This design comes from an exercise in tuning for small area, a short achievable clock period and few clock cycles per item on the open sky130 flow, not from production work. In this exercise RTL edits were held to simulation tests only and were not proved equivalent to the original.

==> run a: inputs <==
==> flow/design.v <==
`timescale 1ns/1ps
`default_nettype none
package int_pipe_pkg;
    typedef logic [31:0] word_t;
    typedef logic [31:0] instr_t;
    typedef logic [4:0]  reg_addr_t;
    typedef logic [4:0]  shamt_t;
    localparam logic [5:0] OP_SPECIAL = 6'b000000;
    localparam logic [5:0] FN_MOVZ = 6'b001010;
    localparam logic [5:0] FN_MOVN = 6'b001011;
    localparam logic [5:0] FN_SYNC = 6'b001111;
endpackage
`default_nettype wire
`timescale 1ns/1ps
`default_nettype none
import int_pipe_pkg::*;
module instr_decoder (
    input  int_pipe_pkg::instr_t    instr,
    input  logic                    rt_zero,
    output logic                    sel_sum,       
    output logic                    sel_slt,       
    output logic                    sel_g,         
    output logic                    sel_p,         
    output logic                    sel_nor,       
    output logic                    sel_lui,       
    output logic                    sel_shr,       
    output logic                    sel_shl,       
    output logic                    sub,           
    output logic                    lt_signed,
    output logic                    srcb_imm,      
    output logic                    srcb_zero,     
    output logic                    imm_sext,      
    output logic                    sft_var,
    output logic                    sft_left,
    output logic                    sft_arith,
    output logic                    wen,
    output int_pipe_pkg::reg_addr_t dest,
    output logic                    reserved
);
    logic [5:0] op;
    logic [5:0] fn;
    logic       special;
    logic       f_arith;      
    logic       f_and;
    logic       f_or;
    logic       f_xor;
    logic       f_nor;
    logic       f_slt;        
    logic       f_shr;        
    logic       f_shl;        
    logic       f_mov;        
    logic       f_sync;
    logic       o_add;        
    logic       o_slt;        
    logic       o_and;
    logic       o_or;
    logic       o_xor;
    logic       o_lui;
    logic       rsv;
    assign op      = instr[31:26];
    assign fn      = instr[5:0];
    assign special = (op == OP_SPECIAL);
    assign f_arith = (fn[5:2] == 4'b1000);
    assign f_and   = (fn == 6'b100100);
    assign f_or    = (fn == 6'b100101);
    assign f_xor   = (fn == 6'b100110);
    assign f_nor   = (fn == 6'b100111);
    assign f_slt   = (fn[5:1] == 5'b10101);
    assign f_shr   = (fn[5:3] == 3'b000) && fn[1];
    assign f_shl   = (fn[5:3] == 3'b000) && (fn[1:0] == 2'b00);
    assign f_mov   = (fn[5:1] == 5'b00101);
    assign f_sync  = (fn == FN_SYNC);
    assign o_add   = (op[5:1] == 5'b00100);
    assign o_slt   = (op[5:1] == 5'b00101);
    assign o_and   = (op == 6'b001100);
    assign o_or    = (op == 6'b001101);
    assign o_xor   = (op == 6'b001110);
    assign o_lui   = (op == 6'b001111);
    assign sel_sum = (special && f_arith) || o_add;
    assign sel_slt = (special && f_slt) || o_slt;
    assign sel_g   = (special && (f_and || f_or)) || o_and || o_or;
    assign sel_p   = (special && (f_or || f_xor || f_mov)) || o_or || o_xor;
    assign sel_nor = special && f_nor;
    assign sel_lui = o_lui;
    assign sel_shr = special && f_shr;
    assign sel_shl = special && f_shl;
    assign sub       = special ? (fn[5] && !fn[2] && fn[1]) : (!op[2] && op[1]);
    assign lt_signed = special ? !fn[0] : !op[0];
    assign srcb_imm  = !special;
    assign srcb_zero = special && f_mov;
    assign imm_sext  = !op[2];
    assign sft_var   = fn[2];
    assign sft_left  = !fn[1];
    assign sft_arith = fn[0];
    assign rsv      = !((special && (f_arith || f_and || f_or || f_xor || f_nor || f_slt
                                     || f_shr || f_shl || f_mov || f_sync))
                        || o_add || o_slt || o_and || o_or || o_xor || o_lui);
    assign reserved = rsv;
    assign wen      = (special && f_mov) ? (rt_zero ^ fn[0]) : !(rsv || (special && f_sync));
    assign dest     = (rsv || (special && f_sync)) ? 5'd0 : (special ? instr[15:11] : instr[20:16]);
endmodule
`default_nettype wire
`timescale 1ns/1ps
`default_nettype none
import int_pipe_pkg::*;
module exec_unit (
    input  int_pipe_pkg::instr_t    instr,
    input  int_pipe_pkg::word_t     rs_val,
    input  int_pipe_pkg::word_t     rt_val,
    input  logic                    sel_sum,
    input  logic                    sel_slt,
    input  logic                    sel_g,
    input  logic                    sel_p,
    input  logic                    sel_nor,
    input  logic                    sel_lui,
    input  logic                    sel_shr,
    input  logic                    sel_shl,
    input  logic                    sub,
    input  logic                    lt_signed,
    input  logic                    srcb_imm,
    input  logic                    srcb_zero,
    input  logic                    imm_sext,
    input  logic                    sft_var,
    input  logic                    sft_left,
    input  logic                    sft_arith,
    output int_pipe_pkg::word_t     result
);
    logic [15:0]          imm;
    int_pipe_pkg::word_t  srcb;
    int_pipe_pkg::word_t  bx;
    int_pipe_pkg::word_t  p;
    int_pipe_pkg::word_t  g;
    int_pipe_pkg::word_t  cy;
    int_pipe_pkg::word_t  sum;
    int_pipe_pkg::word_t  sft_in;
    int_pipe_pkg::word_t  sft_out;
    int_pipe_pkg::word_t  sft_rev;
    int_pipe_pkg::shamt_t sft_amt;
    logic                 lt;
    logic                 fill;
    assign imm  = instr[15:0];
    assign srcb = srcb_imm ? {{16{imm_sext & imm[15]}}, imm} : (rt_val & {32{!srcb_zero}});
    assign bx   = srcb ^ {32{sub}};
    assign p    = rs_val ^ bx;
    assign g    = rs_val & bx;
    always_comb
    begin
        logic [31:0] gg;
        logic [31:0] pp;
        gg    = g;
        pp    = p;
        gg[0] = g[0] | (p[0] & sub);
        for (int l = 0; l < 5; l++)
            for (int i = 0; i < 32; i++)
                if ((i >> l) & 1)
                begin
                    gg[i] = gg[i] | (pp[i] & gg[((i >> l) << l) - 1]);
                    pp[i] = pp[i] & pp[((i >> l) << l) - 1];
                end
        cy = {gg[30:0], sub};
    end
    assign sum = p ^ cy;
    assign lt = (rs_val[31] ^ srcb[31]) ? (lt_signed ? rs_val[31] : srcb[31]) : sum[31];
    assign sft_amt = sft_var ? rs_val[4:0] : instr[10:6];
    assign fill    = sft_arith & rt_val[31];
    always_comb
    begin
        for (int i = 0; i < 32; i++)
            sft_in[i] = sft_left ? rt_val[31 - i] : rt_val[i];
    end
    assign sft_out = 32'($signed({fill, sft_in}) >>> sft_amt);
    always_comb
    begin
        for (int i = 0; i < 32; i++)
            sft_rev[i] = sft_out[31 - i];
    end
    assign result = ({32{sel_sum}} & sum)
                  | ({32{sel_g}}   & g)
                  | ({32{sel_p}}   & p)
                  | ({32{sel_nor}} & ~(rs_val | srcb))
                  | ({32{sel_lui}} & {imm, 16'h0000})
                  | ({32{sel_slt}} & {31'b0, lt})
                  | ({32{sel_shr}} & sft_out)
                  | ({32{sel_shl}} & sft_rev);
endmodule
`default_nettype wire
`timescale 1ns/1ps
`default_nettype none
import int_pipe_pkg::*;
module result_stage (
    input  logic                     clk,
    input  logic                     reset,
    input  logic                     in_valid,
    output logic                     in_ready,
    input  logic                     sel_wen,
    input  int_pipe_pkg::reg_addr_t  sel_dest,
    input  int_pipe_pkg::word_t      sel_data,
    input  logic                     sel_reserved,
    output logic                     out_valid,
    input  logic                     out_ready,
    output logic                     out_wen,
    output int_pipe_pkg::reg_addr_t  out_dest,
    output int_pipe_pkg::word_t      out_data,
    output logic                     out_reserved
);
    assign in_ready = !out_valid || out_ready;
    always_ff @(posedge clk)
    begin
        if (reset)
            out_valid <= 1'b0;
        else if (in_ready)
            out_valid <= in_valid;
    end
    always_ff @(posedge clk)
    begin
        if (in_valid && in_ready)
        begin
            out_wen      <= sel_wen;
            out_dest     <= sel_dest;
            out_data     <= sel_data;
            out_reserved <= sel_reserved;
        end
    end
endmodule
`default_nettype wire
`timescale 1ns/1ps
`default_nettype none
import int_pipe_pkg::*;
module int_pipe_top (
    input  logic                     clk,
    input  logic                     reset,
    input  logic                     in_valid,
    output logic                     in_ready,
    input  int_pipe_pkg::instr_t     instr,
    input  int_pipe_pkg::word_t      rs_data,
    input  int_pipe_pkg::word_t      rt_data,
    output logic                     out_valid,
    input  logic                     out_ready,
    output logic                     out_wen,
    output int_pipe_pkg::reg_addr_t  out_dest,
    output int_pipe_pkg::word_t      out_data,
    output logic                     out_reserved
);
    logic sel_sum, sel_slt, sel_g, sel_p, sel_nor, sel_lui, sel_shr, sel_shl;
    logic sub, lt_signed, srcb_imm, srcb_zero, imm_sext;
    logic sft_var, sft_left, sft_arith;
    logic wen, reserved;
    int_pipe_pkg::reg_addr_t dest;
    int_pipe_pkg::word_t     result;
    instr_decoder u_instr_decoder (
        .instr     (instr),
        .rt_zero   (rt_data == '0),
        .sel_sum   (sel_sum),
        .sel_slt   (sel_slt),
        .sel_g     (sel_g),
        .sel_p     (sel_p),
        .sel_nor   (sel_nor),
        .sel_lui   (sel_lui),
        .sel_shr   (sel_shr),
        .sel_shl   (sel_shl),
        .sub       (sub),
        .lt_signed (lt_signed),
        .srcb_imm  (srcb_imm),
        .srcb_zero (srcb_zero),
        .imm_sext  (imm_sext),
        .sft_var   (sft_var),
        .sft_left  (sft_left),
        .sft_arith (sft_arith),
        .wen       (wen),
        .dest      (dest),
        .reserved  (reserved)
    );
    exec_unit u_exec_unit (
        .instr     (instr),
        .rs_val    (rs_data),
        .rt_val    (rt_data),
        .sel_sum   (sel_sum),
        .sel_slt   (sel_slt),
        .sel_g     (sel_g),
        .sel_p     (sel_p),
        .sel_nor   (sel_nor),
        .sel_lui   (sel_lui),
        .sel_shr   (sel_shr),
        .sel_shl   (sel_shl),
        .sub       (sub),
        .lt_signed (lt_signed),
        .srcb_imm  (srcb_imm),
        .srcb_zero (srcb_zero),
        .imm_sext  (imm_sext),
        .sft_var   (sft_var),
        .sft_left  (sft_left),
        .sft_arith (sft_arith),
        .result    (result)
    );
    result_stage u_result_stage (
        .clk          (clk),
        .reset        (reset),
        .in_valid     (in_valid),
        .in_ready     (in_ready),
        .sel_wen      (wen),
        .sel_dest     (dest),
        .sel_data     (result),
        .sel_reserved (reserved),
        .out_valid    (out_valid),
        .out_ready    (out_ready),
        .out_wen      (out_wen),
        .out_dest     (out_dest),
        .out_data     (out_data),
        .out_reserved (out_reserved)
    );
endmodule
`default_nettype wire
==> flow/flow/run.sh <==
#!/bin/bash
# The standard layout with three changes:
#  - synthesis maps with the ABC script in flow/abc_area.script (ABC_AREA=1
#    picks it up from a copy of the ORFS scripts folder; nothing else differs)
#  - the full and half adder cells are added to the don't-use list, so
#    synthesis leaves adders as plain gates for ABC to map
#  - the port buffers are the smallest plain buffer (buf_1) instead of the
#    default delay buffer
set -e
rm -rf scripts
cp -r "$FLOW_HOME/scripts" scripts
cp flow/abc_area.script scripts/abc_area.script
DU="$(cat flow/dont_use.txt)"
export BUFFER_PORTS_ARGS="-buffer_cell sky130_fd_sc_hd__buf_1"
bash standard.sh SCRIPTS_DIR="$PWD/scripts" "DONT_USE_CELLS=$DU" finish > standard.log 2>&1
==> flow/flow/abc_area.script <==
&get -n
&st
&dch
&nf -D 2000
&put
topo
==> flow/flow/dont_use.txt <==
sky130_fd_sc_hd__probe_p_8 sky130_fd_sc_hd__probec_p_8 sky130_fd_sc_hd__lpflow_bleeder_1 sky130_fd_sc_hd__lpflow_clkbufkapwr_1 sky130_fd_sc_hd__lpflow_clkbufkapwr_16 sky130_fd_sc_hd__lpflow_clkbufkapwr_2 sky130_fd_sc_hd__lpflow_clkbufkapwr_4 sky130_fd_sc_hd__lpflow_clkbufkapwr_8 sky130_fd_sc_hd__lpflow_clkinvkapwr_1 sky130_fd_sc_hd__lpflow_clkinvkapwr_16 sky130_fd_sc_hd__lpflow_clkinvkapwr_2 sky130_fd_sc_hd__lpflow_clkinvkapwr_4 sky130_fd_sc_hd__lpflow_clkinvkapwr_8 sky130_fd_sc_hd__lpflow_decapkapwr_12 sky130_fd_sc_hd__lpflow_decapkapwr_3 sky130_fd_sc_hd__lpflow_decapkapwr_4 sky130_fd_sc_hd__lpflow_decapkapwr_6 sky130_fd_sc_hd__lpflow_decapkapwr_8 sky130_fd_sc_hd__lpflow_inputiso0n_1 sky130_fd_sc_hd__lpflow_inputiso0p_1 sky130_fd_sc_hd__lpflow_inputiso1n_1 sky130_fd_sc_hd__lpflow_inputiso1p_1 sky130_fd_sc_hd__lpflow_inputisolatch_1 sky130_fd_sc_hd__lpflow_isobufsrc_1 sky130_fd_sc_hd__lpflow_isobufsrc_16 sky130_fd_sc_hd__lpflow_isobufsrc_2 sky130_fd_sc_hd__lpflow_isobufsrc_4 sky130_fd_sc_hd__lpflow_isobufsrc_8 sky130_fd_sc_hd__lpflow_isobufsrckapwr_16 sky130_fd_sc_hd__lpflow_lsbuf_lh_hl_isowell_tap_1 sky130_fd_sc_hd__lpflow_lsbuf_lh_hl_isowell_tap_2 sky130_fd_sc_hd__lpflow_lsbuf_lh_hl_isowell_tap_4 sky130_fd_sc_hd__lpflow_lsbuf_lh_isowell_4 sky130_fd_sc_hd__lpflow_lsbuf_lh_isowell_tap_1 sky130_fd_sc_hd__lpflow_lsbuf_lh_isowell_tap_2 sky130_fd_sc_hd__lpflow_lsbuf_lh_isowell_tap_4  sky130_fd_sc_hd__fa_1 sky130_fd_sc_hd__fa_2 sky130_fd_sc_hd__fa_4 sky130_fd_sc_hd__ha_1 sky130_fd_sc_hd__ha_2 sky130_fd_sc_hd__ha_4
==> flow/standard.sh <==
#!/bin/bash
# synth_recipe.tcl (not shown) runs the flow's synth.tcl, then flattens the netlist and writes it again
# the make line also repeats each setting of config.mk as NAME=value (left out here)
make -C /OpenROAD-flow-scripts/flow DESIGN_CONFIG=/design/flow/config.mk WORK_HOME=/design/flow/orfs CLKGATE_MAP_FILE= SYNTH_SCRIPT=/design/flow/synth_recipe.tcl "${@:-finish}"
==> flow/config.mk <==
export PLATFORM = sky130hd
export DESIGN_NAME = int_pipe_top
export DESIGN_NICKNAME = int_pipe_top
export VERILOG_FILES = /design/flow/design.v
export SDC_FILE = /design/flow/constraint.sdc
export NUM_CORES = 4
export LEC_CHECK = 0
export ABC_AREA = 1
export CAP_MARGIN = 20
export CORE_MARGIN = 2
export CORE_UTILIZATION = 50
export SETUP_SLACK_MARGIN = 2.75
export SLEW_MARGIN = 20
==> flow/constraint.sdc <==
create_clock -name core_clock -period 7.0 [get_ports {clk}]
set_input_delay 1.4000 -clock core_clock [delete_from_list [all_inputs] [get_ports {clk}]]
set_output_delay 1.4000 -clock core_clock [all_outputs]
set_load 0.01 [all_outputs]
==> run b: changes against run a <==
==> flow/flow/run.sh (replaced) <==
#!/bin/bash
# The standard layout with two changes:
#  - the full and half adder cells are added to the don't-use list, so
#    synthesis leaves adders as plain gates for ABC to map
#  - the port buffers are the smallest plain buffer (buf_2) instead of the
#    default delay buffer
set -e
DU="$(cat flow/dont_use.txt)"
export BUFFER_PORTS_ARGS="-buffer_cell sky130_fd_sc_hd__buf_2"
bash standard.sh "DONT_USE_CELLS=$DU" finish > standard.log 2>&1
removed: flow/flow/abc_area.script
==> run c: changes against run a <==
==> flow/design.v, changed modules only <==
module instr_decoder (
    input  int_pipe_pkg::instr_t    instr,
    input  logic                    rt_zero,
    output logic                    sel_sum,       
    output logic                    sel_slt,       
    output logic                    sel_g,         
    output logic                    sel_p,         
    output logic                    sel_nor,       
    output logic                    sel_lui,       
    output logic                    sel_shr,       
    output logic                    sel_shl,       
    output logic                    sub,           
    output logic                    lt_signed,
    output logic                    srcb_imm,      
    output logic                    srcb_zero,     
    output logic                    imm_sext,      
    output logic                    sft_var,
    output logic                    sft_left,
    output logic                    sft_arith,
    output logic                    wen,
    output int_pipe_pkg::reg_addr_t dest,
    output logic                    reserved
);
    logic [5:0] op;
    logic [5:0] fn;
    logic       special;
    logic       r_arith;      
    logic       r_log;        
    logic       r_slt;        
    logic       r_sft;        
    logic       r_mov;        
    logic       r_sync;
    logic       i_add;        
    logic       i_slt;        
    logic       i_log;        
    logic       i_lui;        
    logic       any_log;
    logic [1:0] lop;
    assign op      = instr[31:26];
    assign fn      = instr[5:0];
    assign special = (op == OP_SPECIAL);
    assign r_arith = special && (fn[5:2] == 4'b1000);
    assign r_log   = special && (fn[5:2] == 4'b1001);
    assign r_slt   = special && (fn[5:1] == 5'b10101);
    assign r_sft   = special && (fn[5:3] == 3'b000) && (fn[1:0] != 2'b01);
    assign r_mov   = special && (fn[5:1] == 5'b00101);
    assign r_sync  = special && (fn == FN_SYNC);
    assign i_add   = (op[5:1] == 5'b00100);
    assign i_slt   = (op[5:1] == 5'b00101);
    assign i_log   = (op[5:2] == 4'b0011) && (op[1:0] != 2'b11);
    assign i_lui   = (op == 6'b001111);
    assign any_log = r_log || i_log;
    assign lop     = special ? fn[1:0] : op[1:0];
    assign sel_g   = any_log && !lop[1];
    assign sel_p   = (any_log && (lop == 2'b01 || lop == 2'b10)) || r_mov;
    assign sel_nor = r_log && (lop == 2'b11);
    assign sel_lui = i_lui;
    assign sel_sum   = r_arith || i_add;
    assign sel_slt   = r_slt || i_slt;
    assign sel_shr   = r_sft && fn[1];
    assign sel_shl   = r_sft && !fn[1];
    assign sub       = special ? (fn[5] && !fn[2] && fn[1]) : (!op[2] && op[1]);
    assign lt_signed = special ? !fn[0] : !op[0];
    assign srcb_imm  = !special;
    assign srcb_zero = r_mov;
    assign imm_sext  = !op[2];
    assign sft_var   = fn[2];
    assign sft_left  = !fn[1];
    assign sft_arith = fn[0];
    assign reserved = !(r_arith || r_log || r_slt || r_sft || r_mov || r_sync
                        || i_add || i_slt || i_log || i_lui);
    assign wen      = r_mov ? (rt_zero ^ fn[0]) : !(reserved || r_sync);
    assign dest     = (reserved || r_sync) ? 5'd0 : (special ? instr[15:11] : instr[20:16]);
endmodule
==> flow/flow/run.sh (replaced) <==
#!/bin/bash
# The standard layout with two changes:
#  - the full and half adder cells are added to the don't-use list, so
#    synthesis leaves adders as plain gates for ABC to map
#  - the port buffers are the smallest plain buffer (buf_1) instead of the
#    default delay buffer
set -e
DU="$(cat flow/dont_use.txt)"
export BUFFER_PORTS_ARGS="-buffer_cell sky130_fd_sc_hd__buf_1"
bash standard.sh "DONT_USE_CELLS=$DU" finish > standard.log 2>&1
Settings changed: CORE_UTILIZATION 50 to 40, SETUP_SLACK_MARGIN 2.75 to 3.0.
removed: flow/flow/abc_area.script
==> run d: changes against run a <==
==> flow/flow/run.sh (replaced) <==
#!/bin/bash
# The standard layout with two changes:
#  - the full and half adder cells are added to the don't-use list, so
#    synthesis leaves adders as plain gates for ABC to map
#  - the port buffers are the smallest plain buffer (buf_1) instead of the
#    default delay buffer
set -e
DU="$(cat flow/dont_use.txt)"
export BUFFER_PORTS_ARGS="-buffer_cell sky130_fd_sc_hd__buf_1"
bash standard.sh "DONT_USE_CELLS=$DU" finish > standard.log 2>&1
Settings changed: CORE_UTILIZATION 50 to 40, SETUP_SLACK_MARGIN 2.75 to 2.25.
removed: flow/flow/abc_area.script
==> flow_metrics.env <==
export IMPL_start_util=0.407
export IMPL_run_status="no timing/DRC/antenna violations"
export IMPL_grt_first_pass_wirelength_um=51100
export IMPL_synth_distinct_cells=52
export IMPL_grt_max_degree=52
export IMPL_hpwlAfterDp_um=26500
export IMPL_finalCritPeriodShare=0.575
export IMPL_synth_common_cells="518 x nand2_1, 168 x o21ai_0, 137 x nand3_1"
export IMPL_use_met3=0.0692
export IMPL_cp_data_arrival_time_ns=4.02
(the above is from run c)
==> flow_metrics.env <==
export IMPL_run_status="no timing/DRC/antenna violations"
export IMPL_synth_xor_area_frac=0.134
export IMPL_nClkBuffers=6
export IMPL_hpwlAfterDp_um=22400
export IMPL_slew_violations=0
export IMPL_grt_max_degree=40
export IMPL_fin_nets=1324
export IMPL_synth_distinct_cells=61
export IMPL_cts_hold_buf=0
export IMPL_use_met3=0.0976
export IMPL_hold_ws_ns=0.518
export IMPL_start_util=0.513
export IMPL_grt_first_pass_wirelength_um=48200
export IMPL_finalCritPeriodShare=0.690
(the above is from run a)
==> flow_metrics.env <==
export IMPL_run_status="no timing/DRC/antenna violations"
export IMPL_start_util=0.514
export IMPL_grt_max_degree=55
export IMPL_cp_data_arrival_time_ns=4.18
export IMPL_use_met3=0.0826
export IMPL_hpwlAfterDp_um=24800
export IMPL_synth_common_cells="479 x nand2_1, 152 x o21ai_0, 127 x inv_1"
export IMPL_synth_distinct_cells=57
(the above is from run b)
==> flow_metrics.env <==
export IMPL_use_met3=0.0344
export IMPL_run_status="no timing/DRC/antenna violations"
export IMPL_largest_cell_class="multi-input combinational cells"
export IMPL_grt_max_degree=55
export IMPL_synth_area_mm2=0.00784
export IMPL_synth_distinct_cells=57
export IMPL_synth_common_cells="479 x nand2_1, 152 x o21ai_0, 127 x inv_1"
export IMPL_start_util=0.406
export IMPL_finalCritPeriodShare=0.634
export IMPL_hpwlAfterDp_um=25500
export IMPL_cp_data_arrival_time_ns=4.47
(the above is from run d)
Testbench counts of run a, summed over its fixed seeds: cycles 16,008, items 16,000.
Testbench counts of run b, summed over its fixed seeds: cycles 16,008, items 16,000.
Testbench counts of run c, summed over its fixed seeds: cycles 16,008, items 16,000.
Testbench counts of run d, summed over its fixed seeds: cycles 16,008, items 16,000.

==> separate check: timing with driven ports <==
No port has a modelled driver above. Below, the same layouts with a new extraction and two added sets of constraints.
Step 1 sets driving cells, clkbuf_16 on the clock port and buf_2 on the other inputs (assumed; they add their load-dependent delay and slew).
Step 2 adds t to the input delays and takes it off the output delays; t is the mean of the earliest and latest rising clock arrival at the registers after step 1. Input paths then give back, and output paths get back, about the clock's delay inside the block.
a / b / c = ideal / step 1 / step 2; a / b = the first two.
| run | shift t [ns] | setup WS [ns] | worst setup path after step 2 | worst data-port slew with drivers (ns) |
|---|---|---|---|---|
| run a | 0.343 | 2.170 / 2.194 / 1.851 | input to register | 0.04 |
| run b | 0.340 | 2.850 / 2.871 / 2.531 | input to register | 0.06 |
| run c | 0.331 | 2.972 / 2.989 / 2.658 | input to register | 0.12 |
| run d | 0.344 | 2.563 / 2.586 / 2.242 | input to register | 0.06 |
After both steps setup and hold are still met in every run listed. For run d, which loses most, drivers alone change the setup slack by +0.023 ns; drivers and shift together by -0.321 ns.
